Source: an optimization exercise on an open RTL-to-GDS flow (aim: small area, a short achievable clock period and few clock cycles). Production flows keep margins and buffers that such runs may drop. Function was not checked in any run shown here: the RTL went through the layout flow alone. Power and IR drop assume default switching activity.

==> design.v <==
package isa_pkg;
	localparam int PC_WIDTH       = 8;
	localparam int DATA_WIDTH     = 32;
	localparam int REG_ADDR_WIDTH = 5;
	localparam int SHAMT_WIDTH    = 5;
	localparam int IMM_WIDTH      = 16;
	localparam int INDEX_WIDTH    = 26;
	typedef logic [REG_ADDR_WIDTH-1:0] reg_addr_t;
	localparam reg_addr_t LINK_REG = 5'd31;
	typedef enum logic [3:0] {
		ALU_ADD, ALU_SUB, ALU_AND, ALU_OR, ALU_XOR, ALU_NOR,
		ALU_SLT, ALU_SLTU, ALU_SLL, ALU_SRL, ALU_SRA, ALU_LUI,
		ALU_FADD, ALU_FSUB, ALU_FMUL
	} alu_op_e;
	typedef enum logic {OP1_REG_S, OP1_REG_T} op1_src_e;
	typedef enum logic [1:0] {OP2_REG_T, OP2_SHAMT, OP2_IMM_SIGN, OP2_IMM_ZERO} op2_src_e;
	typedef enum logic [1:0] {DEST_RD, DEST_RT, DEST_LINK} dest_src_e;
	typedef enum logic [1:0] {BR_BEQ, BR_BNE, BR_JUMP, BR_NONE} branch_e;
	typedef struct packed {
		logic                                reg_write;
		logic [1:0]                          mem_to_reg;
		logic                                mem_write;
		logic                                mem_read;
		logic                                uart_to_reg;
		branch_e                    branch;
		logic [INDEX_WIDTH-1:0]     inst_index;
		logic [PC_WIDTH-1:0]        pc1;
	} pass_ctrl_t;
	typedef struct packed {
		pass_ctrl_t                          pass;
		logic                                is_fp;
		op1_src_e                   op1_src;
		op2_src_e                   op2_src;
		dest_src_e                  dest_src;
		alu_op_e                    alu_op;
		logic [DATA_WIDTH-1:0]      rs_val;
		logic [DATA_WIDTH-1:0]      rt_val;
		reg_addr_t                  rt;
		reg_addr_t                  rd;
		logic [SHAMT_WIDTH-1:0]     shamt;
		logic [IMM_WIDTH-1:0]       imm16;
		logic [PC_WIDTH-1:0]        pc;
	} issue_t;
	typedef struct packed {
		pass_ctrl_t                          pass;
		logic                                is_fp;
		logic [DATA_WIDTH-1:0]      result;
		logic [DATA_WIDTH-1:0]      store_data;
		reg_addr_t                  dest;
		logic [PC_WIDTH-1:0]        branch_target;
	} exec_result_t;
endpackage
module operand_select (
	input  isa_pkg::issue_t                   instr,
	output logic [isa_pkg::DATA_WIDTH-1:0]     op1,
	output logic [isa_pkg::DATA_WIDTH-1:0]     op2,
	output isa_pkg::reg_addr_t                 dest,
	output logic [8:0]                         exp_diff,  
	output logic                               z1,        
	output logic                               z2         
);
	always_comb begin
		unique case (instr.op1_src)
			isa_pkg::OP1_REG_T: op1 = instr.rt_val;
			default:            op1 = instr.rs_val;
		endcase
	end
	always_comb begin
		unique case (instr.op2_src)
			isa_pkg::OP2_SHAMT:
				op2 = {{(isa_pkg::DATA_WIDTH - isa_pkg::SHAMT_WIDTH){1'b0}}, instr.shamt};
			isa_pkg::OP2_IMM_SIGN:
				op2 = {{(isa_pkg::DATA_WIDTH - isa_pkg::IMM_WIDTH){instr.imm16[isa_pkg::IMM_WIDTH-1]}},
					instr.imm16};
			isa_pkg::OP2_IMM_ZERO:
				op2 = {{(isa_pkg::DATA_WIDTH - isa_pkg::IMM_WIDTH){1'b0}}, instr.imm16};
			default:
				op2 = instr.rt_val;
		endcase
	end
	always_comb begin
		unique case (instr.dest_src)
			isa_pkg::DEST_RT:   dest = instr.rt;
			isa_pkg::DEST_LINK: dest = isa_pkg::LINK_REG;
			default:            dest = instr.rd;
		endcase
	end
	assign exp_diff = {1'b0, op1[30:23]} - {1'b0, op2[30:23]};
	assign z1       = (op1[30:23] == 8'd0);
	assign z2       = (op2[30:23] == 8'd0);
endmodule
module alu (
	input  logic [3:0]                         op,
	input  logic [isa_pkg::DATA_WIDTH-1:0]     a,
	input  logic [isa_pkg::DATA_WIDTH-1:0]     b,
	output logic [isa_pkg::DATA_WIDTH-1:0]     y
);
	logic        do_sub;
	logic        cout;
	logic [31:0] sum;
	logic        lt_signed;
	logic        lt_unsigned;
	logic        left;
	logic        fill;
	logic [31:0] sh_in;
	logic [31:0] sh_out;
	logic [32:0] sh_wide;
	logic [31:0] sh_res;
	assign do_sub      = op[0] | op[1];
	assign {cout, sum} = {1'b0, a} + {1'b0, b ^ {32{do_sub}}} + {32'd0, do_sub};
	assign lt_unsigned = ~cout;
	assign lt_signed   = (a[31] ^ b[31]) ? a[31] : sum[31];
	function automatic logic [31:0] rev32(input logic [31:0] x);
		for (int i = 0; i < 32; i++) rev32[i] = x[31-i];
	endfunction
	assign left   = (op == isa_pkg::ALU_SLL);
	assign fill   = (op == isa_pkg::ALU_SRA) & a[31];
	assign sh_in  = left ? rev32(a) : a;
	assign sh_wide = $signed({fill, sh_in}) >>> b[4:0];
	assign sh_out  = sh_wide[31:0];
	assign sh_res = left ? rev32(sh_out) : sh_out;
	always_comb begin
		case (op)
			isa_pkg::ALU_AND:  y = a & b;
			isa_pkg::ALU_OR:   y = a | b;
			isa_pkg::ALU_XOR:  y = a ^ b;
			isa_pkg::ALU_NOR:  y = ~(a | b);
			isa_pkg::ALU_SLT:  y = {31'd0, lt_signed};
			isa_pkg::ALU_SLTU: y = {31'd0, lt_unsigned};
			isa_pkg::ALU_SLL,
			isa_pkg::ALU_SRL,
			isa_pkg::ALU_SRA:  y = sh_res;
			isa_pkg::ALU_LUI:  y = {b[15:0], 16'd0};
			default:           y = sum;
		endcase
	end
endmodule
module fpu (
	input  logic        CLK,
	input  logic [31:0] a,
	input  logic [31:0] b,
	input  logic        is_sub,
	input  logic [8:0]  dab,       
	input  logic        za,        
	input  logic        zb,        
	input  logic [7:0]  b_next,    
	input  logic [2:0]  mul_it,    
	output logic [31:0] add_y,     
	output logic [31:0] mul_y      
);
	function automatic logic [4:0] lzc24(input logic [23:0] v);
		logic [31:0] x;
		logic        z16, z8, z4, z2;
		logic [15:0] h16;
		logic [7:0]  h8;
		logic [3:0]  h4;
		logic [1:0]  h2;
		x      = {v, 1'b1, 7'd0};
		z16    = (x[31:16] == 16'd0);
		h16    = z16 ? x[15:0] : x[31:16];
		z8     = (h16[15:8] == 8'd0);
		h8     = z8 ? h16[7:0] : h16[15:8];
		z4     = (h8[7:4] == 4'd0);
		h4     = z4 ? h8[3:0] : h8[7:4];
		z2     = (h4[3:2] == 2'd0);
		h2     = z2 ? h4[1:0] : h4[3:2];
		lzc24  = {z16, z8, z4, z2, ~h2[1]};
	endfunction
	logic        sa, sb, sbe, eff_sub;
	logic [7:0]  ea, eb;
	logic [23:0] ma, mb;
	assign sa      = a[31];
	assign sb      = b[31];
	assign sbe     = sb ^ is_sub;
	assign eff_sub = sa ^ sbe;
	assign ea      = a[30:23];
	assign eb      = b[30:23];
	assign ma      = {~za, a[22:0] & {23{~za}}};
	assign mb      = {~zb, b[22:0] & {23{~zb}}};
	logic        neg_d, ge, d0, is_near, far_sub;
	logic [7:0]  dx;
	logic [23:0] sm, sh1, shifted;
	logic [23:0] ma1, mb1;
	logic [24:0] x1, x2;
	logic        sel_x1;
	logic [23:0] r1_d;
	logic        sign_d;
	assign neg_d   = dab[8];
	assign ge      = ~neg_d;
	assign dx      = dab[7:0] ^ {8{neg_d}};
	assign d0      = dab[0];
	assign is_near = eff_sub & ((dab[8:1] == 8'd0) | (dab == 9'h1ff));
	assign far_sub = eff_sub & ~is_near;
	assign sm      = ge ? mb : ma;
	assign sh1     = sm >> dx[4:0];
	assign shifted = (dx[7:5] != 3'd0) ? 24'd0 : (neg_d ? {1'b0, sh1[23:1]} : sh1);
	assign ma1     = d0 ? {1'b0, ma[23:1]} : ma;
	assign mb1     = d0 ? {1'b0, mb[23:1]} : mb;
	assign x1      = {1'b0, ma} - {1'b0, mb1};
	assign x2      = {1'b0, mb} - {1'b0, ma1};
	assign sel_x1  = ge & (d0 | ~x1[24]);
	assign r1_d    = ({24{is_near & sel_x1}} & x1[23:0]) | ({24{is_near & ~sel_x1}} & x2[23:0]) |
	                 ({24{~is_near}} & (shifted ^ {24{far_sub}}));
	assign sign_d  = (is_near ? sel_x1 : ge) ? sa : sbe;
	logic [23:0] r1;
	logic        r1_ge, r1_near, r1_sub, r1_sign, r1_zero;
	always_ff @(posedge CLK) begin
		r1      <= r1_d;
		r1_ge   <= ge;
		r1_near <= is_near;
		r1_sub  <= far_sub;
		r1_sign <= sign_d;
		r1_zero <= za & zb;
	end
	logic [23:0]       bg;
	logic [7:0]        be;
	logic [24:0]       far_sum;
	logic [22:0]       f_frac, n_frac;
	logic [7:0]        f_exp, n_exp;
	logic              n_zero;
	logic [4:0]        lz;
	logic [23:0]       n_m;
	assign bg      = r1_ge ? {1'b1, a[22:0]} : {1'b1, b[22:0]};
	assign be      = r1_ge ? ea : eb;
	assign far_sum = {1'b0, bg} + {r1_sub, r1} + {24'd0, r1_sub};
	always_comb begin
		if (far_sum[24]) begin
			f_frac = far_sum[23:1];
			f_exp  = be + 8'd1;
		end else if (far_sum[23]) begin
			f_frac = far_sum[22:0];
			f_exp  = be;
		end else begin
			f_frac = {far_sum[21:0], 1'b0};
			f_exp  = be - 8'd1;
		end
	end
	assign lz     = lzc24(r1);
	assign n_m    = r1 << lz;
	assign n_frac = n_m[22:0];
	assign n_exp  = be - {3'd0, lz};
	assign n_zero = (r1 == 24'd0) || ({3'd0, lz} >= be);
	assign add_y  = (r1_zero || (r1_near && n_zero)) ? 32'd0 :
	                r1_near ? {r1_sign, n_exp, n_frac} : {r1_sign, f_exp, f_frac};
	logic [23:0] ma_r, mb_r;
	assign ma_r = {1'b1, a[22:0]};
	assign mb_r = {1'b1, b[22:0]};
	function automatic logic [12:0] booth8(input logic [7:0] c);
		logic [8:0] x;
		x = {c, 1'b0};
		for (int i = 0; i < 4; i++) begin
			booth8[3*i]     = x[2*i+1] ^ x[2*i];
			booth8[3*i + 1] = (x[2*i+2] & ~x[2*i+1] & ~x[2*i]) | (~x[2*i+2] & x[2*i+1] & x[2*i]);
			booth8[3*i + 2] = x[2*i+2];
		end
		booth8[12] = c[7];
	endfunction
	logic [12:0] dig;
	always_ff @(posedge CLK) begin
		if (mul_it[0])      dig <= booth8(mb_r[15:8]);
		else if (mul_it[1]) dig <= booth8(mb_r[23:16]);
		else                dig <= booth8(b_next);
	end
	logic [3:0][32:0] rw;
	logic [32:0]      rx;
	logic [24:0]      ms, mc;
	logic [7:0]       ls, lc;
	logic [32:0]      t_in, t_cn;
	logic [32:0]      t_s1, t_c1, t_s2, t_c2, t_s3, t_c3, t_s4, t_c4;
	logic [32:0]      acc_s, acc_c;
	logic [24:0]      bm;
	logic [6:0]       negs;
	always_comb begin
		negs = '0;
		for (int i = 0; i < 4; i++) begin
			bm = ({25{dig[3*i]}} & {1'b0, ma_r}) | ({25{dig[3*i+1]}} & {ma_r, 1'b0});
			rw[i] = {7'd0, ~dig[3*i+2], bm ^ {25{dig[3*i+2]}}} << (2 * i);
			negs[2*i] = dig[3*i+2];
		end
	end
	assign rx   = {1'b0, {24{dig[12]}} & ma_r, 1'b0, negs};
	assign t_in = mul_it[0] ? 33'd0 : {8'd0, ms};
	assign t_cn = mul_it[0] ? 33'd0 : {8'd0, mc};
	assign t_s1 = rw[0] ^ rw[1] ^ rw[2];
	assign t_c1 = {rw[0][31:0] & rw[1][31:0] | rw[0][31:0] & rw[2][31:0] | rw[1][31:0] & rw[2][31:0], 1'b0};
	assign t_s2 = rw[3] ^ rx ^ t_in;
	assign t_c2 = {rw[3][31:0] & rx[31:0] | rw[3][31:0] & t_in[31:0] | rx[31:0] & t_in[31:0], 1'b0};
	assign t_s3 = t_s1 ^ t_c1 ^ t_s2;
	assign t_c3 = {t_s1[31:0] & t_c1[31:0] | t_s1[31:0] & t_s2[31:0] | t_c1[31:0] & t_s2[31:0], 1'b0};
	assign t_s4 = t_s3 ^ t_c3 ^ t_c2;
	assign t_c4 = {t_s3[31:0] & t_c3[31:0] | t_s3[31:0] & t_c2[31:0] | t_c3[31:0] & t_c2[31:0], 1'b0};
	assign acc_s = t_s4 ^ t_c4 ^ t_cn;
	assign acc_c = {t_s4[31:0] & t_c4[31:0] | t_s4[31:0] & t_cn[31:0] | t_c4[31:0] & t_cn[31:0], 1'b0};
	always_ff @(posedge CLK) begin
		ms <= acc_s[32:8];
		mc <= acc_c[32:8];
		ls <= acc_s[7:0];
		lc <= acc_c[7:0];
	end
	logic [8:0] lo_sum;
	logic       cy;
	assign lo_sum = {1'b0, ls} + {1'b0, lc} + {8'd0, cy & mul_it[2]};
	always_ff @(posedge CLK) begin
		cy <= lo_sum[8];
	end
	localparam logic [32:0] MUL_BIAS = 33'd2863311360;
	logic [32:0]       q;
	logic [23:0]       hi;
	logic              p23;
	logic [9:0]        e0, e1;
	logic              z0, z1;
	logic [7:0]        m_exp;
	logic [22:0]       m_frac;
	logic              m_zero;
	assign q      = {ms, ls} + {mc, lc} + {32'd0, cy} - MUL_BIAS;
	assign hi     = q[31:8];
	assign p23    = q[7];
	assign e0     = {2'b00, ea} + {2'b00, eb} - 10'd127;
	assign e1     = {2'b00, ea} + {2'b00, eb} - 10'd126;
	assign z0     = e0[9] | (e0 == 10'd0);
	assign z1     = e1[9] | (e1 == 10'd0);
	assign m_exp  = hi[23] ? e1[7:0] : e0[7:0];
	assign m_frac = hi[23] ? hi[22:0] : {hi[21:0], p23};
	assign m_zero = (ea == 8'd0) || (eb == 8'd0) || (hi[23] ? z1 : z0);
	assign mul_y  = m_zero ? 32'd0 : {sa ^ sb, m_exp, m_frac};
endmodule
module execution (
	input  logic                     CLK,
	input  logic                     reset,
	input  logic [154:0]             issue,
	input  logic                     issue_req,
	output logic                     issue_ack,
	output logic [119:0]             result,
	output logic                     result_valid
);
	isa_pkg::issue_t                  issue_in;
	assign issue_in = issue;
	logic [31:0]        a_in;
	logic [31:0]        b_in;
	isa_pkg::reg_addr_t dest_in;
	logic [8:0]         diff_in;
	logic               za_in;
	logic               zb_in;
	operand_select operand_select_inst (
		.instr    (issue_in),
		.op1      (a_in),
		.op2      (b_in),
		.dest     (dest_in),
		.exp_diff (diff_in),
		.z1       (za_in),
		.z2       (zb_in)
	);
	logic       ack_r;
	logic       valid_r;
	logic       v_int;       
	logic       v_add1;      
	logic       v_add2;      
	logic [3:0] v_mul;       
	logic       busy;
	logic       accept;
	logic       in_fp;
	logic       in_mul;
	assign busy   = v_add1 | (|v_mul[2:0]);
	assign accept = issue_req & ~ack_r & ~busy;
	assign in_fp  = issue_in.is_fp;
	assign in_mul = issue_in.alu_op[1];
	always_ff @(posedge CLK) begin
		if (reset) begin
			ack_r   <= 1'b0;
			valid_r <= 1'b0;
			v_int   <= 1'b0;
			v_add1  <= 1'b0;
			v_add2  <= 1'b0;
			v_mul   <= '0;
		end else begin
			ack_r   <= issue_req & (ack_r | ~busy);
			v_int   <= accept & ~in_fp;
			v_add1  <= accept & in_fp & ~in_mul;
			v_add2  <= v_add1;
			v_mul   <= {v_mul[2:0], accept & in_fp & in_mul};
			valid_r <= v_int | v_add2 | v_mul[3];
		end
	end
	assign issue_ack    = ack_r;
	assign result_valid = valid_r;
	isa_pkg::pass_ctrl_t cap_pass;
	logic                cap_fp;
	logic [3:0]          cap_op;
	logic [31:0]         cap_a;
	logic [31:0]         cap_b;
	logic [31:0]         cap_rt;
	isa_pkg::reg_addr_t  cap_dest;
	logic [7:0]          cap_imm8;
	always_ff @(posedge CLK) begin
		if (!busy) begin
			cap_pass <= issue_in.pass;
			cap_fp   <= issue_in.is_fp;
			cap_op   <= issue_in.alu_op;
			cap_a    <= a_in;
			cap_b    <= b_in;
			cap_rt   <= issue_in.rt_val;
			cap_dest <= dest_in;
			cap_imm8 <= issue_in.imm16[7:0];
		end
	end
	logic [8:0] cap_diff;
	logic       cap_za;
	logic       cap_zb;
	always_ff @(posedge CLK) begin
		cap_diff <= diff_in;
		cap_za   <= za_in;
		cap_zb   <= zb_in;
	end
	logic [31:0] alu_y;
	logic [31:0] add_y;
	logic [31:0] mul_y;
	alu alu_inst (
		.op (cap_op),
		.a  (cap_a),
		.b  (cap_b),
		.y  (alu_y)
	);
	fpu fpu_inst (
		.CLK      (CLK),
		.a        (cap_a),
		.b        (cap_b),
		.is_sub   (cap_op[0]),
		.dab      (cap_diff),
		.za       (cap_za),
		.zb       (cap_zb),
		.b_next   (b_in[7:0]),
		.mul_it   (v_mul[2:0]),
		.add_y    (add_y),
		.mul_y    (mul_y)
	);
	isa_pkg::exec_result_t result_r;
	always_ff @(posedge CLK) begin
		result_r.pass          <= cap_pass;
		result_r.is_fp         <= cap_fp;
		result_r.result        <= ({32{v_int}} & alu_y) | ({32{v_add2}} & add_y) |
		                          ({32{v_mul[3]}} & mul_y);
		result_r.store_data    <= cap_rt;
		result_r.dest          <= cap_dest;
		result_r.branch_target <= cap_pass.pc1 + cap_imm8;
	end
	assign result = result_r;
endmodule
==> run.sh <==
#!/bin/bash
# synth_recipe.tcl (not shown) runs the flow's synth.tcl, then flattens the netlist and writes it again
# the make line also repeats each setting of config.mk as NAME=value (left out here)
make -C /OpenROAD-flow-scripts/flow DESIGN_CONFIG=/design/flow/config.mk WORK_HOME=/design/flow/orfs CLKGATE_MAP_FILE= SYNTH_SCRIPT=/design/flow/synth_recipe.tcl finish
==> config.mk <==
export PLATFORM = sky130hd
export DESIGN_NAME = execution
export DESIGN_NICKNAME = execution
export VERILOG_FILES = /design/flow/design.v
export SDC_FILE = /design/flow/constraint.sdc
export NUM_CORES = 4
export LEC_CHECK = 0
export ABC_CLOCK_PERIOD_IN_PS = 3000
export CAP_MARGIN = 20
export CORE_MARGIN = 2
export CORE_UTILIZATION = 55
export SETUP_SLACK_MARGIN = 5
export SLEW_MARGIN = 20
==> constraint.sdc <==
create_clock -name core_clock -period 10.0 [get_ports {CLK}]
set_input_delay 2.0000 -clock core_clock [delete_from_list [all_inputs] [get_ports {CLK}]]
set_output_delay 2.0000 -clock core_clock [all_outputs]
set_load 0.01 [all_outputs]
==> summary.md, run 1 <==
| Metric | Value |
|---|---|
| Post-Syn Area | `0.03613 mm^2` |
| Final setup fails | `0` |
| DP HPWL | `100.8 mm` |
| Routed Antenna Nets | `0` |
| Core ar. | `0.06470 mm^2` |
| Yosys top cell area share | `13.68%` |
| CTS buffer count | `47` |
| Worst Path Max Fanout | `14` |
| Max Buffers Root-to-Sink | `3` |
| # DRC | `0` |
| RSZ-0062 raised after global routing | `yes` |
| Post-layout util | `64.81%` |
| Critical path class | `reg -> reg` |
| Adder-cell share of the synthesized area | `between 10% and 20%` |
| Critical Path AT | `approximately 5.6 ns` |
| Xor/xnor cell area share of the yosys netlist | `6.860%` |
| CP Launch Type | `register` |
| Fill cell count | `5600` |
| Final period util | `50.85%` |
| TritonCTS clock tree | `done` |
| Largest net degree at the start of global routing | `144` |
| Avg Synthesized Cell Area | `approximately 8.9 um^2` |
| Drt pass-1 iters | `6` |
| Synth Register Bits | `403` |
| Post-synthesis simple-gate area fraction | `13.75%` |
| YS warnings | `4` |
| Clk slew on worst S/H paths | `0.06 ns` |
| Clk sinks | `403` |
| Initial Utilization | `55.85%` |
| Area leader, netlist | `dfxtp_1` |
| FFs w/ async S/R, synth | `0%` |
| HP Class | `reg -> reg` |
| Tot GR Track Use | `39.25%` |
| Root Driver | `clkbuf_16` |
| Min-Delay Path Depth | `0` |
| Final hold vios | `0` |
| Max VDD drop | `between 0.2 and 0.3 mV` |
| Die X | `260.3 um` |
| Synth unique cells | `98` |
| Worst setup EP type | `register` |
| Layout cells sized above 1 | `9.306%` |
| Most common cell after layout, fill and taps aside | `nand2_1` |
| Die H | `260.3 um` |
| Nets | `4848` |
| Setup TNS | `0 ns` |
| Initial antenna violation count | `4` |
| Main combinational cell family by area after synthesis | `compound AO/OA/AOI/OAI gates` |
| Highest-count cells in the layout ignoring fill and taps | `357 x nand2_1, 310 x inv_1, 282 x ha_1` |
| GP Congestion | `about 1.1` |
| Clk_skew | `0.04944 ns` |
| Fin crit period | `5.085 ns` |
| Mux cell area share after synthesis | `a little under a tenth` |
| Synth top area cells | `dfxtp_1 14%, edfxtp_1 13%, ha_1 9.8%` |
| Largest stage delay, worst path | `0.81 ns` |
| Register-to-Register Path Depth | `21` |
| Skew-Pair Late Insertion Delay | `0.64 ns` |
| Remaining global-route overflow | `0` |
| Max-cap check violation count | `0` |
| Global-route wire length before repair | `199.6 mm` |
| IO buf count | `271` |
| Synth Area in Compound Gates | `20.51%` |
| Total wire length | `135.0 mm` |
| Vias in the first global route | `31530` |
| Num rows | `93` |
| I/O Pins | `280` |
| CP required | `10.47 ns` |
| Status | `complete, no violations` |
| Area growth, synth to finish | `16.04%` |
| Max H-tree Level | `2` |
| Ys flop type | `dfxtp_1` |
| Worst-case headroom to the max-slew limit | `14.35%` |
| Mapped Nets | `4647` |
| Dpl cells | `5059` |
| Sequential-to-total area share from yosys stat | `26.65%` |
| Pleak | `roughly 18 nW` |
| Synth Instances | `just over 4000` |
| Fmax | `196.7 MHz` |
| DR vias | `between 30000 and 40000` |
| Fin Hold WS | `0.3357 ns` |
| Starting DRT DRC Count | `4036` |
| Crit path cell chain | `or4_4 -> buf_4 -> nor2_4 -> a221oi_1 -> nand2_1 -> or3_4 -> nand3_4 -> inv_12 -> ha_1 -> inv_1 -> fa_2 -> a21o_1 -> a21o_1 -> a21oi_2 -> a31oi_1 -> o22ai_2 -> nor3_1 -> nand2_1 -> nor2_1 -> a222oi_1 -> o41ai_1` |
| Die ar. | `0.06776 mm^2` |
| Pwr Density | `299.5 mW/mm^2` |
| Slowest cell on the critical path | `a222oi_1` |
| DR WL/cell | `26.08 um` |
| Final Max Slew Viols | `0` |
| Vias per cell | `between 6 and 7` |
| Cts hold-fix bufs | `0` |
| EDFF count, synth | `approximately 160` |
| Finished Layout Cells | `5177` |
| Worst slew pin tran | `1.271 ns` |
final cells by class:
class | instances | area, um^2 | share of cell area [%]
timing repair buffer | 385 | 3694 | 8.809
clock buffer | 60 | 1265 | 3.017
clock inverter | 28 | 326.6 | 0.7788
timing repair inverter | 1 | 8.758 | 0.02089
multi-input combinational | 3124 | 24690 | 58.88
tap | 855 | 1070 | 2.551
antenna | 2 | 5.005 | 0.01194
inverter | 319 | 1219 | 2.906
sequential | 403 | 9653 | 23.02
where the power goes:
group / total, mW / internal [mW] / switching [mW]
clock network: 1.78 / 1.02 / 0.765
registers: 2.47 / 2.10 / 0.372
logic: 8.31 / 3.26 / 5.05
cells by family (layout without fill, tap and decap cells):
family          Yosys count  in the layout
flops                   403            403
xor+xnor                283            283
simple gates           1049           1049
buf+inv                 553            793
fa+ha+maj               409            409
compound gates         1116           1116
other cells               0              2
mux                     267            267
worst max-delay path, delay by kind of cell, from the launching register on:
kind	cells	cell delay (ns)
buf+inv	3	0.34
compound gates	8	2.01
flops	1	0.38
simple gates	8	1.62
fa+ha+maj	2	0.55
through the flow:
stage / cell area (um^2) / setup slack (ns) / power, mW
2_1_floorplan: 36150 / 3.804 / 7.921
3_3_place_gp: 39760 / 3.767 / 10.28
3_5_place_dp: 39800 / 3.747 / 10.45
4_1_cts: 41580 / 4.869 / 12.31
5_1_grt: 41930 / 4.821 / 13.43
6_report: 41930 / 4.915 / 12.56
layer usage:
layer,part of all wire (%),GRT usage [%]
met3,12,10.11
met1,39,53.42
met2,42,57.25
met5,0.0096,0
met4,6.1,20.78
what timing repair did:
action,in CTS,in global routing
setup buffers,6,20
pin swaps,5,11
gates resized for setup,40,45
cloned,1,0
endpoints found under the setup margin,43,40
final timing paths:
kind / startpoint / end / slack, ns
max reg2reg: fpu_inst.r1[19]$_DFF_P_ / result_r[46]$_DFF_P_ / 4.92
min reg2reg: cap_rt[21]$_DFFE_PN_ / result_r[34]$_DFF_P_ / 0.34
min: cap_rt[21]$_DFFE_PN_ / result_r[34]$_DFF_P_ / 0.34
max: fpu_inst.r1[19]$_DFF_P_ / result_r[46]$_DFF_P_ / 4.92
state kept, by name (all words and copies together) (netlist names), 5 cells and up:
| signal | count |
|---|---|
| cap_a | 32 |
| fpu_inst.ms | 25 |
| cap_pass | 42 |
| cap_b | 32 |
| fpu_inst.r1 | 24 |
| result_r | 120 |
| fpu_inst.mc | 25 |
| cap_rt | 32 |
| fpu_inst.lc | 7 |
| cap_dest | 5 |
| cap_imm8 | 8 |
| cap_diff | 9 |
| fpu_inst.ls | 8 |
| fpu_inst.dig | 12 |
synth_stat cells, types with 23 or more instances:
cell        n
o22ai_1    29
nand2b_1   54
mux2i_1   156
fa_1      127
nand3_1    61
o21a_1     35
a21oi_1   256
a31oi_1    39
nor3_1     71
ha_1      282
and3_1     23
buf_1      24
o21ai_0   225
clkbuf_1  193
a21o_1     61
xor2_1     74
nor2_1    271
nand2_1   358
edfxtp_1  156
dfxtp_1   247
inv_1     310
a22oi_1   114
nor2b_1    74
a221oi_1   44
mux4_2     57
mux2_2     51
xnor2_1   209
a211oi_1   48
o211ai_1   40
==> run 2, diff against run 1 <==
--- a/design.v
+++ b/design.v
@@ -149,5 +149,5 @@
 	output logic [31:0] mul_y      
 );
-	function automatic logic [4:0] lzc24(input logic [23:0] v);
+	function automatic logic [4:0] lzc25(input logic [24:0] v);
 		logic [31:0] x;
 		logic        z16, z8, z4, z2;
@@ -156,14 +156,14 @@
 		logic [3:0]  h4;
 		logic [1:0]  h2;
-		x      = {v, 1'b1, 7'd0};
-		z16    = (x[31:16] == 16'd0);
-		h16    = z16 ? x[15:0] : x[31:16];
-		z8     = (h16[15:8] == 8'd0);
-		h8     = z8 ? h16[7:0] : h16[15:8];
-		z4     = (h8[7:4] == 4'd0);
-		h4     = z4 ? h8[3:0] : h8[7:4];
-		z2     = (h4[3:2] == 2'd0);
-		h2     = z2 ? h4[1:0] : h4[3:2];
-		lzc24  = {z16, z8, z4, z2, ~h2[1]};
+		x     = {v, 1'b1, 6'd0};
+		z16   = (x[31:16] == 16'd0);
+		h16   = z16 ? x[15:0] : x[31:16];
+		z8    = (h16[15:8] == 8'd0);
+		h8    = z8 ? h16[7:0] : h16[15:8];
+		z4    = (h8[7:4] == 4'd0);
+		h4    = z4 ? h8[3:0] : h8[7:4];
+		z2    = (h4[3:2] == 2'd0);
+		h2    = z2 ? h4[1:0] : h4[3:2];
+		lzc25 = {z16, z8, z4, z2, ~h2[1]};
 	endfunction
 	logic        sa, sb, sbe, eff_sub;
@@ -178,69 +178,53 @@
 	assign ma      = {~za, a[22:0] & {23{~za}}};
 	assign mb      = {~zb, b[22:0] & {23{~zb}}};
-	logic        neg_d, ge, d0, is_near, far_sub;
+	logic        neg_d, ge, d0, is_near, mge, xa, psel;
 	logic [7:0]  dx;
-	logic [23:0] sm, sh1, shifted;
-	logic [23:0] ma1, mb1;
-	logic [24:0] x1, x2;
-	logic        sel_x1;
+	logic [23:0] sm, sh1, shifted, ny, ny1;
 	logic [23:0] r1_d;
-	logic        sign_d;
 	assign neg_d   = dab[8];
 	assign ge      = ~neg_d;
 	assign dx      = dab[7:0] ^ {8{neg_d}};
 	assign d0      = dab[0];
-	assign is_near = eff_sub & ((dab[8:1] == 8'd0) | (dab == 9'h1ff));
-	assign far_sub = eff_sub & ~is_near;
+	assign is_near = (dab[8:1] == 8'd0) | (dab == 9'h1ff);
 	assign sm      = ge ? mb : ma;
 	assign sh1     = sm >> dx[4:0];
 	assign shifted = (dx[7:5] != 3'd0) ? 24'd0 : (neg_d ? {1'b0, sh1[23:1]} : sh1);
-	assign ma1     = d0 ? {1'b0, ma[23:1]} : ma;
-	assign mb1     = d0 ? {1'b0, mb[23:1]} : mb;
-	assign x1      = {1'b0, ma} - {1'b0, mb1};
-	assign x2      = {1'b0, mb} - {1'b0, ma1};
-	assign sel_x1  = ge & (d0 | ~x1[24]);
-	assign r1_d    = ({24{is_near & sel_x1}} & x1[23:0]) | ({24{is_near & ~sel_x1}} & x2[23:0]) |
-	                 ({24{~is_near}} & (shifted ^ {24{far_sub}}));
-	assign sign_d  = (is_near ? sel_x1 : ge) ? sa : sbe;
+	assign mge     = a[22:0] >= b[22:0];
+	assign xa      = d0 ? ge : mge;
+	assign ny      = xa ? mb : ma;
+	assign ny1     = d0 ? {1'b0, ny[23:1]} : ny;
+	assign psel    = is_near ? xa : ge;
+	assign r1_d    = (is_near ? ny1 : shifted) ^ {24{eff_sub}};
 	logic [23:0] r1;
-	logic        r1_ge, r1_near, r1_sub, r1_sign, r1_zero;
+	logic        r1_psel, r1_sub, r1_sign;
 	always_ff @(posedge CLK) begin
 		r1      <= r1_d;
-		r1_ge   <= ge;
-		r1_near <= is_near;
-		r1_sub  <= far_sub;
-		r1_sign <= sign_d;
-		r1_zero <= za & zb;
+		r1_psel <= psel;
+		r1_sub  <= eff_sub;
+		r1_sign <= psel ? sa : sbe;
 	end
-	logic [23:0]       bg;
-	logic [7:0]        be;
-	logic [24:0]       far_sum;
-	logic [22:0]       f_frac, n_frac;
-	logic [7:0]        f_exp, n_exp;
-	logic              n_zero;
-	logic [4:0]        lz;
-	logic [23:0]       n_m;
-	assign bg      = r1_ge ? {1'b1, a[22:0]} : {1'b1, b[22:0]};
-	assign be      = r1_ge ? ea : eb;
-	assign far_sum = {1'b0, bg} + {r1_sub, r1} + {24'd0, r1_sub};
-	always_comb begin
-		if (far_sum[24]) begin
-			f_frac = far_sum[23:1];
-			f_exp  = be + 8'd1;
-		end else if (far_sum[23]) begin
-			f_frac = far_sum[22:0];
-			f_exp  = be;
-		end else begin
-			f_frac = {far_sum[21:0], 1'b0};
-			f_exp  = be - 8'd1;
-		end
+	logic [24:0] sum_d;
+	logic [24:0] r2;
+	logic        r2_psel, r2_sign;
+	assign sum_d = {1'b0, (r1_psel ? {1'b1, a[22:0]} : {1'b1, b[22:0]})} + {r1_sub, r1} +
+	               {24'd0, r1_sub};
+	always_ff @(posedge CLK) begin
+		r2      <= sum_d;
+		r2_psel <= r1_psel;
+		r2_sign <= r1_sign;
 	end
-	assign lz     = lzc24(r1);
-	assign n_m    = r1 << lz;
-	assign n_frac = n_m[22:0];
-	assign n_exp  = be - {3'd0, lz};
-	assign n_zero = (r1 == 24'd0) || ({3'd0, lz} >= be);
-	assign add_y  = (r1_zero || (r1_near && n_zero)) ? 32'd0 :
-	                r1_near ? {r1_sign, n_exp, n_frac} : {r1_sign, f_exp, f_frac};
+	logic [7:0]  be;
+	logic [4:0]  lz;
+	logic [24:0] nm;
+	logic [7:0]  n_exp;
+	logic [24:0] low_mask;
+	logic        n_zero;
+	assign be       = r2_psel ? ea : eb;
+	assign lz       = lzc25(r2);
+	assign nm       = r2 << lz;
+	assign n_exp    = be + 8'd1 - {3'd0, lz};
+	assign low_mask = (be >= 8'd24) ? 25'd0 : (25'h1ffffff >> (be + 8'd1));
+	assign n_zero   = ((r2 & ~low_mask) == 25'd0);
+	assign add_y    = n_zero ? 32'd0 : {r2_sign, n_exp, nm[23:1]};
 	logic [23:0] ma_r, mb_r;
 	assign ma_r = {1'b1, a[22:0]};
@@ -262,4 +246,5 @@
 		else                dig <= booth8(b_next);
 	end
+	localparam logic [32:0] MUL_NBIAS = 33'd5726623232;
 	logic [3:0][32:0] rw;
 	logic [32:0]      rx;
@@ -267,5 +252,6 @@
 	logic [7:0]       ls, lc;
 	logic [32:0]      t_in, t_cn;
-	logic [32:0]      t_s1, t_c1, t_s2, t_c2, t_s3, t_c3, t_s4, t_c4;
+	logic [32:0]      t_s1, t_c1, t_s2, t_c2, t_s3, t_c3, t_s4, t_c4, t_s5, t_c5;
+	logic [32:0]      kr;
 	logic [32:0]      acc_s, acc_c;
 	logic [24:0]      bm;
@@ -282,14 +268,17 @@
 	assign t_in = mul_it[0] ? 33'd0 : {8'd0, ms};
 	assign t_cn = mul_it[0] ? 33'd0 : {8'd0, mc};
+	assign kr   = {33{mul_it[2]}} & MUL_NBIAS;
 	assign t_s1 = rw[0] ^ rw[1] ^ rw[2];
 	assign t_c1 = {rw[0][31:0] & rw[1][31:0] | rw[0][31:0] & rw[2][31:0] | rw[1][31:0] & rw[2][31:0], 1'b0};
-	assign t_s2 = rw[3] ^ rx ^ t_in;
-	assign t_c2 = {rw[3][31:0] & rx[31:0] | rw[3][31:0] & t_in[31:0] | rx[31:0] & t_in[31:0], 1'b0};
+	assign t_s2 = rw[3] ^ rx ^ kr;
+	assign t_c2 = {rw[3][31:0] & rx[31:0] | rw[3][31:0] & kr[31:0] | rx[31:0] & kr[31:0], 1'b0};
 	assign t_s3 = t_s1 ^ t_c1 ^ t_s2;
 	assign t_c3 = {t_s1[31:0] & t_c1[31:0] | t_s1[31:0] & t_s2[31:0] | t_c1[31:0] & t_s2[31:0], 1'b0};
-	assign t_s4 = t_s3 ^ t_c3 ^ t_c2;
-	assign t_c4 = {t_s3[31:0] & t_c3[31:0] | t_s3[31:0] & t_c2[31:0] | t_c3[31:0] & t_c2[31:0], 1'b0};
-	assign acc_s = t_s4 ^ t_c4 ^ t_cn;
-	assign acc_c = {t_s4[31:0] & t_c4[31:0] | t_s4[31:0] & t_cn[31:0] | t_c4[31:0] & t_cn[31:0], 1'b0};
+	assign t_s4 = t_c2 ^ t_in ^ t_cn;
+	assign t_c4 = {t_c2[31:0] & t_in[31:0] | t_c2[31:0] & t_cn[31:0] | t_in[31:0] & t_cn[31:0], 1'b0};
+	assign t_s5 = t_s3 ^ t_c3 ^ t_s4;
+	assign t_c5 = {t_s3[31:0] & t_c3[31:0] | t_s3[31:0] & t_s4[31:0] | t_c3[31:0] & t_s4[31:0], 1'b0};
+	assign acc_s = t_s5 ^ t_c5 ^ t_c4;
+	assign acc_c = {t_s5[31:0] & t_c5[31:0] | t_s5[31:0] & t_c4[31:0] | t_c5[31:0] & t_c4[31:0], 1'b0};
 	always_ff @(posedge CLK) begin
 		ms <= acc_s[32:8];
@@ -304,5 +293,4 @@
 		cy <= lo_sum[8];
 	end
-	localparam logic [32:0] MUL_BIAS = 33'd2863311360;
 	logic [32:0]       q;
 	logic [23:0]       hi;
@@ -313,5 +301,5 @@
 	logic [22:0]       m_frac;
 	logic              m_zero;
-	assign q      = {ms, ls} + {mc, lc} + {32'd0, cy} - MUL_BIAS;
+	assign q      = {ms, ls} + {mc, lc} + {32'd0, cy};
 	assign hi     = q[31:8];
 	assign p23    = q[7];
@@ -353,7 +341,9 @@
 	logic       ack_r;
 	logic       valid_r;
-	logic       v_int;       
+	logic       v_int1;      
+	logic       v_int2;      
 	logic       v_add1;      
 	logic       v_add2;      
+	logic       v_add3;      
 	logic [3:0] v_mul;       
 	logic       busy;
@@ -361,5 +351,5 @@
 	logic       in_fp;
 	logic       in_mul;
-	assign busy   = v_add1 | (|v_mul[2:0]);
+	assign busy   = v_int1 | v_add1 | v_add2 | (|v_mul[2:0]);
 	assign accept = issue_req & ~ack_r & ~busy;
 	assign in_fp  = issue_in.is_fp;
@@ -369,15 +359,19 @@
 			ack_r   <= 1'b0;
 			valid_r <= 1'b0;
-			v_int   <= 1'b0;
+			v_int1  <= 1'b0;
+			v_int2  <= 1'b0;
 			v_add1  <= 1'b0;
 			v_add2  <= 1'b0;
+			v_add3  <= 1'b0;
 			v_mul   <= '0;
 		end else begin
 			ack_r   <= issue_req & (ack_r | ~busy);
-			v_int   <= accept & ~in_fp;
+			v_int1  <= accept & ~in_fp;
+			v_int2  <= v_int1;
 			v_add1  <= accept & in_fp & ~in_mul;
 			v_add2  <= v_add1;
+			v_add3  <= v_add2;
 			v_mul   <= {v_mul[2:0], accept & in_fp & in_mul};
-			valid_r <= v_int | v_add2 | v_mul[3];
+			valid_r <= v_int2 | v_add3 | v_mul[3];
 		end
 	end
@@ -421,4 +415,8 @@
 		.y  (alu_y)
 	);
+	logic [31:0] alu_r;
+	always_ff @(posedge CLK) begin
+		alu_r <= alu_y;
+	end
 	fpu fpu_inst (
 		.CLK      (CLK),
@@ -438,5 +436,5 @@
 		result_r.pass          <= cap_pass;
 		result_r.is_fp         <= cap_fp;
-		result_r.result        <= ({32{v_int}} & alu_y) | ({32{v_add2}} & add_y) |
+		result_r.result        <= ({32{v_int2}} & alu_r) | ({32{v_add3}} & add_y) |
 		                          ({32{v_mul[3]}} & mul_y);
 		result_r.store_data    <= cap_rt;
==> summary.md, run 2 <==
| Metric | Value |
|---|---|
| Status | `complete, no violations` |
| Synth Register Bits | `461 (+14%)` |
| Clk sinks | `461 (+14%)` |
| Max-cap check violation count | `0 (unchanged)` |
| Worst-case headroom to the max-slew limit | `23.53% (+9.2 points)` |
| Clk_skew | `0.02508 ns (-0.02436 ns)` |
| Pwr Density | `307.8 mW/mm^2 (+2.8%)` |
| Worst setup EP type | `register` |
| FF-to-FF Start | `cap_b[0]$_DFFE_PN_` |
| Hold Startpoint | `cap_rt[17]$_DFFE_PN_` |
| Final setup fails | `0 (unchanged)` |
| CP Launch Type | `register` |
| Top cell types by occurrence after synthesis | `305 x dfxtp_1, 271 x inv_1, 265 x nand2_1, 235 x ha_1, 228 x a21oi_1` |
| FFs w/ async S/R, synth | `0% (unchanged)` |
| Most numerous cell in the Yosys netlist | `dfxtp_1` |
| Max H-tree Level | `2 (unchanged)` |
| Gate power share | `60.1% (-6.1 points)` |
| DP HPWL | `91.14 mm (-9.5%)` |
| Die X | `255.7 um (-1.8%)` |
| Num rows | `92 (-1.1%)` |
| Synth Instances | `3730 (-8.6%)` |
| Max VDD drop | `0.2106 mV (-21%)` |
| Max reg flops | `120 (unchanged)` |
| Worst Path Max Fanout | `33 (+19)` |
| Vias per cell | `6.497 (+0.10%)` |
| HP Class | `reg -> reg` |
| DR vias | `31040 (-7.6%)` |
| Setup TNS | `0 ns (unchanged)` |
| Die ar. | `0.06536 mm^2 (-3.5%)` |
| Starting DRT DRC Count | `3567 (-12%)` |
| Fill cell count | `5138 (-8.3%)` |
| Internal power | `6.548 mW (+2.8%)` |
| Worst r2r dst | `alu_r[0]$_DFF_P_` |
| Pleak | `16.40 nW (-7.5%)` |
| Reg2reg setup slack | `5.07 ns (+0.16 ns)` |
| Worst setup path endpoint | `alu_r[0]$_DFF_P_` |
| Final period util | `49.26% (-1.6 points)` |
| Fin crit period | `4.926 ns (-0.1585 ns)` |
| Max Buffers Root-to-Sink | `3 (unchanged)` |
| Drt pass-1 iters | `6 (unchanged)` |
| Root Driver | `clkbuf_16` |
| Skew-Pair Late Insertion Delay | `0.63 ns (about the same)` |
| Fmax | `203.0 MHz (+3.2%)` |
| Mapped Nets | `4259 (-8.3%)` |
| Highest-count cells in the layout ignoring fill and taps | `302 x dfxtp_1, 271 x inv_1, 269 x clkdlybuf4s50_1` |
| Routed Antenna Nets | `0 (unchanged)` |
| Remaining global-route overflow | `0 (unchanged)` |
| Avg Synthesized Cell Area | `9.339 um^2 (+5.4%)` |
| EDFF count, synth | `156 (unchanged)` |
| Area growth, synth to finish | `15.47%` |
| TritonCTS clock tree | `done` |
| Initial Utilization | `55.42% (-0.43 points)` |
| Final total power | `12.38 mW (-1.4%)` |
| Tot GR Track Use | `36.46% (-2.8 points)` |
| Nets | `4417 (-8.9%)` |
| CP required | `10.46 ns (about the same)` |
| RSZ-0062 raised after global routing | `yes` |
| IO buf count | `271 (unchanged)` |
| Critical path class | `reg -> reg` |
| Initial antenna violation count | `2 (-2)` |
| Largest regs | `result_r x120, cap_pass x42` |
| Ys flop type | `dfxtp_1` |
| Final hold vios | `0 (unchanged)` |
| CTS buffer count | `50 (+6.4%)` |
| Global-route wire length before repair | `183.8 mm (-7.9%)` |
| NetSw | `5.831 mW (-5.8%)` |
| YS warnings | `4 (unchanged)` |
| Largest net degree at the start of global routing | `159 (+10%)` |
| I/O Pins | `280 (unchanged)` |
| Largest Register | `result_r` |
| Synth top area cells | `dfxtp_1 18%, edfxtp_1 13%, ha_1 8.4%` |
| Register-to-Register Path Depth | `14 (-33%)` |
| Layout cells sized above 1 | `8.425% (-0.88 points)` |
| Vias in the first global route | `30130 (-4.4%)` |
| Synth unique cells | `85 (-13%)` |
| Critical Path AT | `5.39 ns (-0.16 ns)` |
| Core ar. | `0.06285 mm^2 (-2.9%)` |
| Critical path startpoint | `cap_b[0]$_DFFE_PN_` |
| Post-Syn Area | `0.03483 mm^2 (-3.6%)` |
| GP Congestion | `1.083 (+2.2%)` |
| Sequential-to-total area share from yosys stat | `30.98% (+4.3 points)` |
| Cts hold-fix bufs | `0 (unchanged)` |
| Sw frac | `47.10% (-2.2 points)` |
| Yosys top cell area share | `17.53% (+3.8 points)` |
| Final Max Slew Viols | `0 (unchanged)` |
| Clock share of power | `15.5% (+1.3 points)` |
| DR WL/cell | `25.79 um (-1.1%)` |
| Worst slew pin tran | `1.147 ns (-0.1243 ns)` |
| Area leader, netlist | `dfxtp_1` |
| Most common cell after layout, fill and taps aside | `dfxtp_1` |
| Total wire length | `123.2 mm (-8.8%)` |
| Sequential group share of total power | `24.4% (+4.7 points)` |
| # DRC | `0 (unchanged)` |
| Clk slew on worst S/H paths | `0.07 ns (about the same)` |
| Die H | `255.7 um (-1.8%)` |
[run 2: cell types whose count changed after synthesis, sizes merged, moves of 17 or more]
cell,previous run,this run
ha,282,235
inv,315,275
nand2,358,266
a32oi,7,39
xor2,74,53
a22oi,114,144
dfxtp,247,305
o21ai,238,199
nor2,273,199
nand2b,54,35
mux2i,156,139
a21oi,256,228
a221oi,44,26
[run 2: worst min-delay path by stage]
| stage | endpoint | depth (start not counted) | slack (ns) |
|---|---|---|---|
| after floorplan | fpu_inst.r2_sign$_DFF_P_ | 0 | 0.31 |
| after global placement | fpu_inst.r2_sign$_DFF_P_ | 0 | 0.32 |
| after detailed placement | fpu_inst.r2_sign$_DFF_P_ | 0 | 0.33 |
| after CTS | result_r[30]$_DFF_P_ | 0 | 0.34 |
| after global routing | fpu_inst.r2_sign$_DFF_P_ | 0 | 0.35 |
| final | result_r[30]$_DFF_P_ | 0 | 0.34 |
[run 2: layout make-up]
class / instances / area [um^2] / share of cell area, %
Multi-Input combinational cell: 2748 / 22270 / 55.37
Sequential cell: 461 / 10790 / 26.84
Timing Repair Buffer: 348 / 3327 / 8.272
Clock buffer: 72 / 1444 / 3.590
Tap cell: 846 / 1059 / 2.632
Inverter: 279 / 1051 / 2.613
Clock inverter: 21 / 271.5 / 0.6750
Antenna cell: 2 / 5.005 / 0.01244
[run 2: kinds of logic after synthesis]
| family | synth area share [%] |
|---|---|
| AOI/OAI and AO/OA | 19.94 |
| buffers and inverters | 5.665 |
| DFF | 30.98 |
| muxes | 8.843 |
| xor gates and xnor gates | 6.789 |
| adders and majority gates | 16.26 |
| and+or+nand+nor | 11.53 |
[run 2: stage by stage]
stage	hold WS, ns	setup WS, ns	cell area [um^2]	util [%]	std cells
6_report	0.3392	5.074	40220	64.00	4777
5_1_grt	0.3477	4.971	40220	63.99	4775
4_1_cts	0.3398	5.016	40060	63.74	4770
3_5_place_dp	0.3257	4.306	38290	60.92	4674
3_3_place_gp	0.3182	4.317	38290	60.92	4674
2_1_floorplan	0.3096	4.993	34840	-	3730
[run 2: timing repair]
| action | CTS | global route |
|---|---|---|
| setup endpoints to repair | 14 | 23 |
| pin swaps | 1 | 1 |
| gates resized for setup | 7 | 20 |
| cloned | 0 | 1 |
| setup buffers | 3 | 3 |
| endpoints found under the hold margin | 0 | 0 |
[run 2: critical path: stages (launching register included)]
cell and delay, ns:
edfxtp_1 0.35, buf_4 0.29, nor3_1 0.72, or2_2 0.25
fa_1 0.20, nor2b_1 0.07, o31a_1 0.31, o21ai_0 0.37
a31o_2 0.26, a211oi_1 0.11, o41ai_2 0.72, a21oi_1 0.29
o2111ai_1 0.26, a31oi_1 0.11, o211ai_1 0.42
[run 2: power by group through the flow]
| stage | Sequential (mW) | Combinational [mW] | Clock, mW |
|---|---|---|---|
| 6_report | 3.02 | 7.44 | 1.92 |
| 5_1_grt | 3.04 | 8.17 | 2.02 |
| 4_1_cts | 2.99 | 7.28 | 1.95 |
| 3_5_place_dp | 3.02 | 7.21 | 0 |
| 3_3_place_gp | 3.01 | 6.94 | 0 |
| 2_1_floorplan | 2.73 | 5.14 | 0 |
[run 2: layer usage]
layer	up-vias	global-route usage [%]	share of wire, %
li1	13810	-	-
met1	14940	45.81	38
met2	1823	58.97	46
met3	461	6.991	9.2
met4	2	20.74	6.4
met5	-	0	0.011
==> run 3, diff against run 2 <==
--- a/config.mk
+++ b/config.mk
@@ -12,2 +12,4 @@
 export SETUP_SLACK_MARGIN = 5
 export SLEW_MARGIN = 20
+export SYNTH_HIERARCHICAL = 1
+export SYNTH_MINIMUM_KEEP_SIZE = 0
==> summary.md, run 3 <==
| Metric | Value |
|---|---|
| Status | `complete, no violations` |
| Num rows | `92 (unchanged)` |
| Internal power | `6.688 mW (+2.1%)` |
| EDFF count, synth | `156 (unchanged)` |
| Final Max Slew Viols | `0 (unchanged)` |
| Starting DRT DRC Count | `3734 (+4.7%)` |
| Total wire length | `124.6 mm (+1.2%)` |
| Post-Syn Area | `0.03479 mm^2 (-0.13%)` |
| Core ar. | `0.06285 mm^2 (unchanged)` |
| Most numerous cell in the Yosys netlist | `inv_1` |
| Worst setup EP type | `register` |
| Most common cell after layout, fill and taps aside | `inv_1` |
| Final setup fails | `0 (unchanged)` |
| DR vias | `30960 (-0.23%)` |
| Dpl cells | `4685 (+0.24%)` |
| Layout cells sized above 1 | `9.813% (+1.4 points)` |
| Area growth, synth to finish | `16.91%` |
| Max VDD drop | `0.2486 mV (+18%)` |
| Post-route setup slack | `5.072 ns (-0.002180 ns)` |
| Synth Register Bits | `461 (unchanged)` |
| # DRC | `0 (unchanged)` |
| Final total power | `12.69 mW (+2.5%)` |
| Die X | `255.5 um (about the same)` |
| NetSw | `6.005 mW (+3.0%)` |
| DP HPWL | `92.12 mm (+1.1%)` |
| DR WL/cell | `25.91 um (+0.46%)` |
| Finished Layout Cells | `4810 (+0.69%)` |
| Max H-tree Level | `2 (unchanged)` |
| Nets | `4459 (+0.95%)` |
| Ys flop type | `dfxtp_1` |
| Gate power share | `61.9% (+1.8 points)` |
| Clk sinks | `461 (unchanged)` |
| Area leader, netlist | `dfxtp_1` |
| Final period util | `49.28% (about the same)` |
| Worst-case headroom to the max-slew limit | `20.36% (-3.2 points)` |
| Sequential group share of total power | `22.4% (-2.0 points)` |
| Routed Antenna Nets | `0 (unchanged)` |
| Die H | `255.5 um (about the same)` |
| Clk slew on worst S/H paths | `0.08 ns (about the same)` |
| Highest-count cells in the layout ignoring fill and taps | `311 x inv_1, 296 x dfxtp_1, 275 x nand2_1` |
| Largest Register | `result_r` |
| Setup TNS | `0 ns (unchanged)` |
| Sequential-to-total area share from yosys stat | `31.02% (+0.041 points)` |
| Pwr Density | `312.1 mW/mm^2 (+1.4%)` |
| Clk_skew | `0.02021 ns (-0.004878 ns)` |
| CP required | `10.56 ns (+0.10 ns)` |
| Vias in the first global route | `30650 (+1.7%)` |
| Initial Utilization | `55.35% (-0.074 points)` |
| Cts hold-fix bufs | `0 (unchanged)` |
| Max Buffers Root-to-Sink | `3 (unchanged)` |
| Synth top area cells | `dfxtp_1 18%, edfxtp_1 13%, ha_1 8.7%` |
| Max reg flops | `120 (unchanged)` |
| FF-to-FF Start | `fpu_inst.ls[4]$_DFF_P_` |
| IO buf count | `271 (unchanged)` |
| Clock share of power | `15.7% (+0.2 points)` |
| CP Launch Type | `register` |
| Fin crit period | `4.928 ns (+0.002180 ns)` |
| Root Driver | `clkbuf_16` |
| Pleak | `17.23 nW (+5.0%)` |
| Max-cap check violation count | `0 (unchanged)` |
| Initial antenna violation count | `3 (+1)` |
| Register-to-Register Path Depth | `17 (+3)` |
| I/O Pins | `280 (unchanged)` |
| Vias per cell | `6.437 (-0.91%)` |
| Top cell types by occurrence after synthesis | `313 x inv_1, 305 x dfxtp_1, 275 x nand2_1, 243 x ha_1, 240 x a21oi_1` |
| GP Congestion | `1.065 (-1.6%)` |
| Sw frac | `47.31% (+0.20 points)` |
| Critical path class | `reg -> reg` |
| Mapped Nets | `4234 (-0.59%)` |
| Multi-input logic area | `0.02214 mm^2 (-0.59%)` |
| N_diodes | `0 (-2)` |
| Min-Delay Path Depth | `0 (unchanged)` |
| Reg2reg setup slack | `5.07 ns (about the same)` |
| Post-placement worst setup slack | `4.145 ns (-0.1612 ns)` |
| Storage cell area | `0.01080 mm^2 (about the same)` |
| FFs w/ async S/R, synth | `0% (unchanged)` |
| Hold Startpoint | `cap_rt[31]$_DFFE_PN_` |
| Tot GR Track Use | `37.15% (+0.69 points)` |
| Synth unique cells | `100 (+18%)` |
| Fmax | `202.9 MHz (about the same)` |
| Global-route wire length before repair | `186.4 mm (+1.4%)` |
| Worst hold endpoint | `result_r[44]$_DFF_P_` |
| Drt pass-1 iters | `10 (+4)` |
| TritonCTS clock tree | `done` |
| Yosys top cell area share | `17.55% (+0.023 points)` |
| Largest net degree at the start of global routing | `76 (-52%)` |
| Largest regs | `result_r x120, cap_pass x42` |
| HP Class | `reg -> reg` |
| Fill cell count | `5093 (-0.88%)` |
| Worst slew pin tran | `1.193 ns (+0.04591 ns)` |
| Critical Path AT | `5.48 ns (+0.09 ns)` |
| Worst Path Max Fanout | `23 (-30%)` |
| Avg Synthesized Cell Area | `9.410 um^2 (+0.76%)` |
| YS warnings | `10 (+6)` |
| Synth Instances | `3697 (-0.88%)` |
| RSZ-0062 raised after global routing | `no` |
| Die ar. | `0.06528 mm^2 (-0.13%)` |
| Remaining global-route overflow | `0 (unchanged)` |
| CTS buffer count | `51 (+2.0%)` |
| Final hold vios | `0 (unchanged)` |
| Skew-Pair Late Insertion Delay | `0.63 ns (about the same)` |
| Worst r2r dst | `result_r[60]$_DFF_P_` |
## run 3: cell count changes after synthesis, moves of 17 or more
| cell | change |
|---|---|
| o21ai_0 | -55 |
| inv_1 | +42 |
| clkbuf_1 | -36 |
| a32oi_1 | -33 |
| a222oi_1 | +31 |
| a22oi_1 | -26 |
| a22o_1 | +25 |
| nor3_1 | -22 |
| o221ai_1 | -19 |
| a221oi_1 | +18 |
| o21ai_1 | +18 |
| a211oi_1 | -17 |
| buf_2 | +17 |
## run 3: worst max path at each step
| stage | from | endpoint | slack, ns | depth (start not counted) |
|---|---|---|---|---|
| final | fpu_inst.ls[4]$_DFF_P_ | result_r[60]$_DFF_P_ | 5.07 | 17 |
| after detailed placement | fpu_inst.ls[4]$_DFF_P_ | result_r[60]$_DFF_P_ | 4.14 | 17 |
| after floorplan | v_add2$_SDFF_PP0_ | v_int1$_SDFF_PP0_ | 5.19 | 3 |
| after global placement | fpu_inst.lc[4]$_DFF_P_ | result_r[60]$_DFF_P_ | 4.30 | 17 |
| after CTS | cap_a[25]$_DFFE_PN_ | result_r[63]$_DFF_P_ | 4.93 | 14 |
| after global routing | fpu_inst.r2[13]$_DFF_P_ | result_r[75]$_DFF_P_ | 5.01 | 22 |
## run 3: layout make-up
type / count / area share (%)
sequential: 461 / 26.57
clock buffer: 66 / 3.430
timing repair buffer: 393 / 9.027
multi-input combinational: 2695 / 54.44
clock inverter: 29 / 0.9568
tap: 846 / 2.603
inverter: 319 / 2.969
timing repair inverter: 1 / 0.01231
## run 3: cells by family (layout without fill, tap and decap cells)
group,after synthesis,count (layout),synth area share (%)
adders and majority gates,379,379,16.57
xor gates and xnor gates,267,267,6.744
muxes,229,229,8.449
and+or+nand+nor,825,825,11.37
buffers and inverters,541,808,6.122
DFF,461,461,31.02
AOI/OAI and AO/OA,995,995,19.73
## run 3: modules after synthesis, one instance, submodules excluded
| module | copies in the design | cell area, um^2 | cells |
|---|---|---|---|
| fpu | 1 | 17700 | 2185 |
| execution | 1 | 9104 | 467 |
| alu | 1 | 6614 | 857 |
| operand_select | 1 | 1369 | 188 |
## run 3: critical path, cell delays in order, from the launching register on
cell and delay, ns:
dfxtp_1 0.30, ha_1 0.31, o21a_1 0.19, o21ai_0 0.18, a31oi_1 0.10, a31oi_1 0.39
o31ai_4 0.15, a21oi_2 0.22, o211ai_1 0.22, or3_1 0.44, and3_4 0.25, buf_6 0.19
or3_1 0.39, a311o_2 0.41, buf_6 0.20, a2111oi_4 0.56, a222oi_1 0.23, inv_1 0.11
## run 3: timing repair
action	CTS	global route
gates resized for setup	27	36
buffers inserted	6	23
pin swaps	3	9
endpoints found under the hold margin	0	0
endpoints found under the setup margin	25	25
gates cloned	0	1
## run 3: stage by stage
| step | hold slack [ns] | instance area [um^2] | utilization (%) |
|---|---|---|---|
| after floorplan | 0.3096 | 34790 | - |
| after global placement | 0.3202 | 38370 | 61.05 |
| after detailed placement | 0.3268 | 38390 | 61.07 |
| after CTS | 0.3280 | 40340 | 64.18 |
| after global routing | 0.3389 | 40670 | 64.71 |
| final | 0.3235 | 40670 | 64.71 |
## run 3: layer usage
metal / routed length [um] / up-vias / track usage, % / part of all wire, %
met3: 13440 / 391 / 8.269 / 11
met2: 55480 / 1858 / 58.36 / 45
met5: 0 / - / 0 / 0
li1: - / 13750 / - / -
met4: 8154 / 0 / 21.00 / 6.5
met1: 47530 / 14970 / 47.46 / 38
## run 3: power groups by stage
stage	Combinational (mW)	Clock, mW	Sequential, mW
2_1_floorplan	4.94	0	2.75
3_3_place_gp	7.17	0	2.85
3_5_place_dp	7.42	0	2.86
4_1_cts	7.61	2.03	2.82
5_1_grt	8.51	2.09	2.87
6_report	7.85	2.00	2.84

## separate check: timing with driven ports
How much do the figures lean on ideal ports? The routed layouts below were timed once more, with nothing changed but the port constraints.
Step 1 assumes that a clkbuf_16 drives the clock port and a buf_2 every other input.
Step 2, shift: input delay + t, output delay - t, t = (earliest + latest rising clock arrival at the registers) / 2. This alone moves slack from input paths to output paths.
Three values: no drivers, after step 1, after step 2; two values: the first two.
run | shift t [ns] | setup slack, ns | clock arrival spread, ns | slew at the worst register clock pin (ns) | pins driven straight from the clock port
run 1 | 0.686 | 4.915 / 4.915 / 4.767 | 0.049 / 0.050 | 0.07 / 0.07 | 1
run 2 | 0.677 | 5.074 / 5.074 / 4.880 | 0.025 / 0.025 | 0.07 / 0.07 | 1
run 3 | 0.685 | 5.072 / 5.072 / 4.710 | 0.021 / 0.021 | 0.08 / 0.08 | 1
After both steps every run listed still meets setup and hold. The setup slack of run 3, which loses most, moves by 0.000 ns with the drivers and by -0.362 ns with both steps.
